This is an optimization exercise on Yosys and OpenROAD, whose aim is small area, a short achievable clock period and few clock cycles per item, not a production implementation.
At most, simulation tests tie the RTL to the original design; equivalence was not proved.
No activity file was given, so power comes from the tool's default toggle rates.

## JK
==> flow/design.v (excerpt) <==
module fixed_step_accumulator (
   input  logic                                 clock,
   input  logic                                 reset,
   input  logic                                 req_valid,
   output logic                                 req_ready,
   input  logic                                 req_operation,
   input  logic signed [fsa_pkg::ELAPSED_WIDTH-1:0] req_elapsed,
   output logic                                 rsp_valid,
   input  logic                                 rsp_ready,
   output logic [fsa_pkg::STEP_LIM_WIDTH-1:0]   rsp_step_count,
   output logic                                 rsp_dropped,
   output logic [fsa_pkg::BLEND_WIDTH-1:0]      rsp_blend_fraction,
   output logic [fsa_pkg::COUNT_WIDTH-1:0]      rsp_drop_count,
   output logic [fsa_pkg::DROP_TIME_WIDTH-1:0]  rsp_dropped_time,
   output logic [fsa_pkg::COUNT_WIDTH-1:0]      rsp_total_steps,
   input  logic                                 csr_valid,
   output logic                                 csr_ready,
   input  logic [fsa_pkg::CSR_INDEX_WIDTH-1:0]  csr_index,
   input  logic [fsa_pkg::CSR_DATA_WIDTH-1:0]   csr_data
);
   localparam int J    = 1;
   localparam int BPC  = 2 * J;                      
   localparam int NFC  = 16 / BPC;                   
   localparam int NIC  = (8 + BPC - 1) / BPC;        
   localparam int MW   = NIC * BPC;                  
   localparam int QW   = MW + 16;                    
   localparam int CW   = 3;
   localparam logic [2:0] ST_IDLE = 3'd0;
   localparam logic [2:0] ST_INT  = 3'd1;
   localparam logic [2:0] ST_FRAC = 3'd2;
   localparam logic [2:0] ST_CLR  = 3'd3;
   localparam logic [2:0] ST_DROP = 3'd4;
   logic [STEP_LEN_WIDTH-1:0] step_ff;
   logic [STEP_LIM_WIDTH-1:0] limit_ff;
   logic [25:0]               step3_ff;      
   logic [STEP_LEN_WIDTH-1:0] csr_len;
   logic [STEP_LIM_WIDTH-1:0] csr_lim;
   logic [REM_WIDTH-1:0]       rem_ff;
   logic [DROP_TIME_WIDTH-1:0] disc_ff;
   logic [COUNT_WIDTH-1:0]     drops_ff;
   logic [COUNT_WIDTH-1:0]     total_ff;
   logic        buf_ff;
   logic        bop_ff;
   logic [30:0] bel_ff;
   logic [2:0]    st_ff;
   logic [CW-1:0] cnt_ff;
   logic          first_ff;
   logic [31:0]   rw_ff;       
   logic [QW-1:0] qs_ff;       
   logic          tight_ff;
   logic          dc_ff;       
   logic                      rsp_valid_ff;
   logic [STEP_LIM_WIDTH-1:0] out_steps_ff;
  ...
For scale: about 2,400 cells after synthesis, about 22,000 um2 of cells after synthesis.
clock: 10.0 ns
lec_check: 0
cap_margin: 20
core_margin: 2
core_utilization: 60
slew_margin: 20
standard.sh (not shown) runs the stock make flow with config.mk's settings and CLKGATE_MAP_FILE= SYNTH_SCRIPT=/design/flow/synth_recipe.tcl, a recipe that flattens the netlist after the stock synthesis.
==> flow/flow/run.sh <==
#!/bin/bash
set -euo pipefail
bash standard.sh SETUP_SLACK_MARGIN=6.5 finish > standard_make.log 2>&1
JK | status: complete | timing, DRC, antenna: pass
Modified inputs, MS compared to JK
- swapping 60 for 40 in CORE_UTILIZATION
==> flow/flow/run.sh <==
#!/bin/bash
set -euo pipefail
bash standard.sh SETUP_SLACK_MARGIN=6 finish > standard_make.log 2>&1
==> comparison <==
JK → MS: combinational power share now sits lower; sum of routed wire length over all layers now sits higher; total power now sits at about the same level. When MS is set beside JK, its register-to-register slack turns out to be 0.13 ns larger. Sort JK and MS by half-perimeter wire length after placement, ascending, and JK comes first. Against JK, minimum period implied by the final worst setup slack in MS came out better. A last element of the critical path of rw_ff[23] is what JK shows, while rw_ff[25] belongs to MS. Final area, MS vs JK: down by a few percent. Comparing JK and MS, the lower worst-case reg-to-reg path depth was measured on JK.
No run of this note included a check of the RTL's function; only the layout flow was run.


Another version of the RTL of fixed_step_accumulator (not shown whole).
Size: about 2700 cells after synthesis, roughly 330 flip-flops, ~23000 um^2 of cells after synthesis.
==> flow/design.v (excerpt) <==
module fixed_step_accumulator (
   input  logic                                 clock,
   input  logic                                 reset,
   input  logic                                 req_valid,
   output logic                                 req_ready,
   input  logic                                 req_operation,
   input  logic signed [fsa_pkg::ELAPSED_WIDTH-1:0] req_elapsed,
   output logic                                 rsp_valid,
   input  logic                                 rsp_ready,
   output logic [fsa_pkg::STEP_LIM_WIDTH-1:0]   rsp_step_count,
   output logic                                 rsp_dropped,
   output logic [fsa_pkg::BLEND_WIDTH-1:0]      rsp_blend_fraction,
   output logic [fsa_pkg::COUNT_WIDTH-1:0]      rsp_drop_count,
   output logic [fsa_pkg::DROP_TIME_WIDTH-1:0]  rsp_dropped_time,
   output logic [fsa_pkg::COUNT_WIDTH-1:0]      rsp_total_steps,
   input  logic                                 csr_valid,
   output logic                                 csr_ready,
   input  logic [fsa_pkg::CSR_INDEX_WIDTH-1:0]  csr_index,
   input  logic [fsa_pkg::CSR_DATA_WIDTH-1:0]   csr_data
);
==> flow/config.mk <==
export PLATFORM = sky130hd
export DESIGN_NAME = fixed_step_accumulator
export DESIGN_NICKNAME = fixed_step_accumulator
export VERILOG_FILES = /design/flow/design.v
export SDC_FILE = /design/flow/constraint.sdc
export NUM_CORES = 4
export LEC_CHECK = 0
export CAP_MARGIN = 20
export CORE_MARGIN = 2
export CORE_UTILIZATION = 40
export SLEW_MARGIN = 20
==> flow/constraint.sdc <==
create_clock -name core_clock -period 10.0 [get_ports {clock}]
set_input_delay 2.0000 -clock core_clock [delete_from_list [all_inputs] [get_ports {clock}]]
set_output_delay 2.0000 -clock core_clock [all_outputs]
set_load 0.01 [all_outputs]
==> flow/flow/run.sh <==
#!/bin/bash
set -euo pipefail
bash standard.sh SETUP_SLACK_MARGIN=6.5 finish > standard_make.log 2>&1
Next try:
==> flow/run.sh (new file) <==
#!/bin/bash
# synth_recipe.tcl (not shown) runs the flow's synth.tcl, then flattens the netlist and writes it again
# the make line also repeats each setting of config.mk as NAME=value (left out here)
make -C /OpenROAD-flow-scripts/flow DESIGN_CONFIG=/design/flow/config.mk WORK_HOME=/design/flow/orfs CLKGATE_MAP_FILE= SYNTH_SCRIPT=/design/flow/synth_recipe.tcl finish
Settings changed: SETUP_SLACK_MARGIN set to 5.
removed: flow/flow/run.sh
removed: flow/standard.sh
Clock-buffer cell count goes up by 2.
Final area falls by 10%.
Total power shrinks by 6.8%.
Setup slack degrades by 0.82 ns.
No functional check of the RTL was part of any run of this note.


Another version of the RTL of fixed_step_accumulator (not shown whole).
Size in the first run: roughly 2300 cells after synthesis, roughly 300 flip-flops, about 21000 um^2 of cells after synthesis.
export LEC_CHECK = 0
export CAP_MARGIN = 20
export CORE_MARGIN = 2
export CORE_UTILIZATION = 40
export SLEW_MARGIN = 20
create_clock -name core_clock -period 10.0 [get_ports {clock}]
==> flow/flow/run.sh <==
#!/bin/bash
set -euo pipefail
bash standard.sh SETUP_SLACK_MARGIN=6.5 finish > standard_make.log 2>&1
The baseline went through all stages and came out clean.
Testbench counts at the start, summed over its fixed seeds: cycles 29,163, items 3,200.
Next try:
==> flow/flow/run.sh (replaced) <==
#!/bin/bash
set -euo pipefail
bash standard.sh SETUP_SLACK_MARGIN=6 finish > standard_make.log 2>&1
--- a/flow/config.mk
+++ b/flow/config.mk
@@ -10 +10 @@
-export CORE_UTILIZATION = 40
+export CORE_UTILIZATION = 60
Routed wire length went down by about a fifth.
Synthesized area is unchanged.
Combinational power went down by about a fifth.
Final area went down by roughly a tenth.
Final cell count went down by roughly a tenth.
Clock-buffer cell count is unchanged.
Setup slack improved by 0.039 ns.
Critical path depth went down by 4.
Next try:
==> flow/flow/run.sh (replaced) <==
#!/bin/bash
set -euo pipefail
bash standard.sh SETUP_SLACK_MARGIN=5.5 finish > standard_make.log 2>&1
--- a/flow/config.mk
+++ b/flow/config.mk
@@ -10 +10 @@
-export CORE_UTILIZATION = 60
+export CORE_UTILIZATION = 40
What happened:
- wire length rises by about 1.3%
- design area falls by about 2%
- combinational power falls by about 8%
- utilization falls by 26 points
- worst setup slack degrades by 0.46 ns
- non-clock buffer count falls by 54
- total power falls by about 0.55%
Next try:
==> flow/flow/run.sh (replaced) <==
#!/bin/bash
set -euo pipefail
bash standard.sh SETUP_SLACK_MARGIN=6 finish > standard_make.log 2>&1
--- a/flow/config.mk
+++ b/flow/config.mk
@@ -10 +10 @@
-export CORE_UTILIZATION = 40
+export CORE_UTILIZATION = 50
The new run produced a clean layout.
Total power rises by about 1.5%.
Wire length rises by 1.1%.
Die area falls by 20%.
Next try:
==> flow/run.sh (new file) <==
#!/bin/bash
# synth_recipe.tcl (not shown) runs the flow's synth.tcl, then flattens the netlist and writes it again
# the make line also repeats each setting of config.mk as NAME=value (left out here)
make -C /OpenROAD-flow-scripts/flow DESIGN_CONFIG=/design/flow/config.mk WORK_HOME=/design/flow/orfs CLKGATE_MAP_FILE= SYNTH_SCRIPT=/design/flow/synth_recipe.tcl finish
--- a/flow/config.mk
+++ b/flow/config.mk
@@ -10 +10,2 @@
-export CORE_UTILIZATION = 50
+export CORE_UTILIZATION = 40
+export SETUP_SLACK_MARGIN = 5
removed: flow/flow/run.sh
removed: flow/standard.sh
Effect: The changed run produced a clean layout. Design area went down by a few percent. Total power goes down slightly. Count of clock-buffer cells in the layout rises by 7. Via count goes down by a few percent. Fmax shrinks by about a fifth. Register-to-register slack loses 0.81 ns. Non-clock buffer count falls by 59. Hold slack barely changes.
Next try:
==> flow/flow/run.sh (new file) <==
#!/bin/bash
set -euo pipefail
bash standard.sh SETUP_SLACK_MARGIN=6 finish > standard_make.log 2>&1
==> flow/standard.sh (new file) <==
#!/bin/bash
# synth_recipe.tcl (not shown) runs the flow's synth.tcl, then flattens the netlist and writes it again
# the make line also repeats each setting of config.mk as NAME=value (left out here)
make -C /OpenROAD-flow-scripts/flow DESIGN_CONFIG=/design/flow/config.mk WORK_HOME=/design/flow/orfs CLKGATE_MAP_FILE= SYNTH_SCRIPT=/design/flow/synth_recipe.tcl "${@:-finish}"
--- a/flow/config.mk
+++ b/flow/config.mk
@@ -11 +10,0 @@
-export SETUP_SLACK_MARGIN = 5
removed: flow/run.sh
Effect: The changed run went through all stages and came out clean. Worst setup slack is better by 0.83 ns. Register-to-register slack improved by 0.77 ns. Die area stays the same. First-iteration DRC count falls by 1.6%. Combinational power grows by about 20%. Power increases by about 3%. Non-clock buffer count grows by 65. Global-route usage rises by 1.5 points. Maximum frequency went up by about 20%.

==> static timing again, ports no longer ideal <==
The results above use ideal ports. As a check the final layouts listed here were re-extracted and re-timed, cells and wires unchanged.
Step 1 sets driving cells, clkbuf_16 on the clock port and buf_2 on the other inputs (assumed; they add their load-dependent delay and slew).
Step 2 also shifts input and output timing later by t, the mid clock arrival at the registers, as if the neighbouring blocks saw the same clock.
Three values: no drivers, after step 1, after step 2; two values: the first two.
| run | shift t [ns] | slack for setup (ns) | worst setup path at the end | worst data-port slew with drivers (ns) | cell pins on the clock port's net |
|---|---|---|---|---|---|
| JK | 0.613 | 5.792 / 5.792 / 5.792 | register to register | 0.07 | 1 |
| MS | 0.621 | 5.919 / 5.919 / 5.421 | input to register | 0.09 | 1 |
| the first run of note 2 | 0.649 | 6.059 / 6.059 / 5.632 | input to register | 0.10 | 1 |
| the second run of note 2 | 0.635 | 5.237 / 5.237 / 4.671 | input to register | 0.08 | 1 |
| the first run of note 3 | 0.625 | 6.023 / 6.023 / 5.752 | input to register | 0.08 | 1 |
| the second run of note 3 | 0.607 | 6.062 / 6.062 / 5.459 | input to register | 0.06 | 1 |
| the third run of note 3 | 0.615 | 5.597 / 5.597 / 5.000 | input to register | 0.07 | 1 |
| the fourth run of note 3 | 0.611 | 6.026 / 6.026 / 5.498 | input to register | 0.06 | 1 |
| the fifth run of note 3 | 0.609 | 5.162 / 5.151 / 4.543 | input to register | 0.07 | 1 |
| the sixth run of note 3 | 0.607 | 5.987 / 5.987 / 5.523 | input to register | 0.07 | 1 |
After both steps setup and hold are still met in every run listed. For the fifth run of note 3, which loses most, drivers alone change the setup slack by -0.011 ns; drivers and shift together by -0.619 ns.
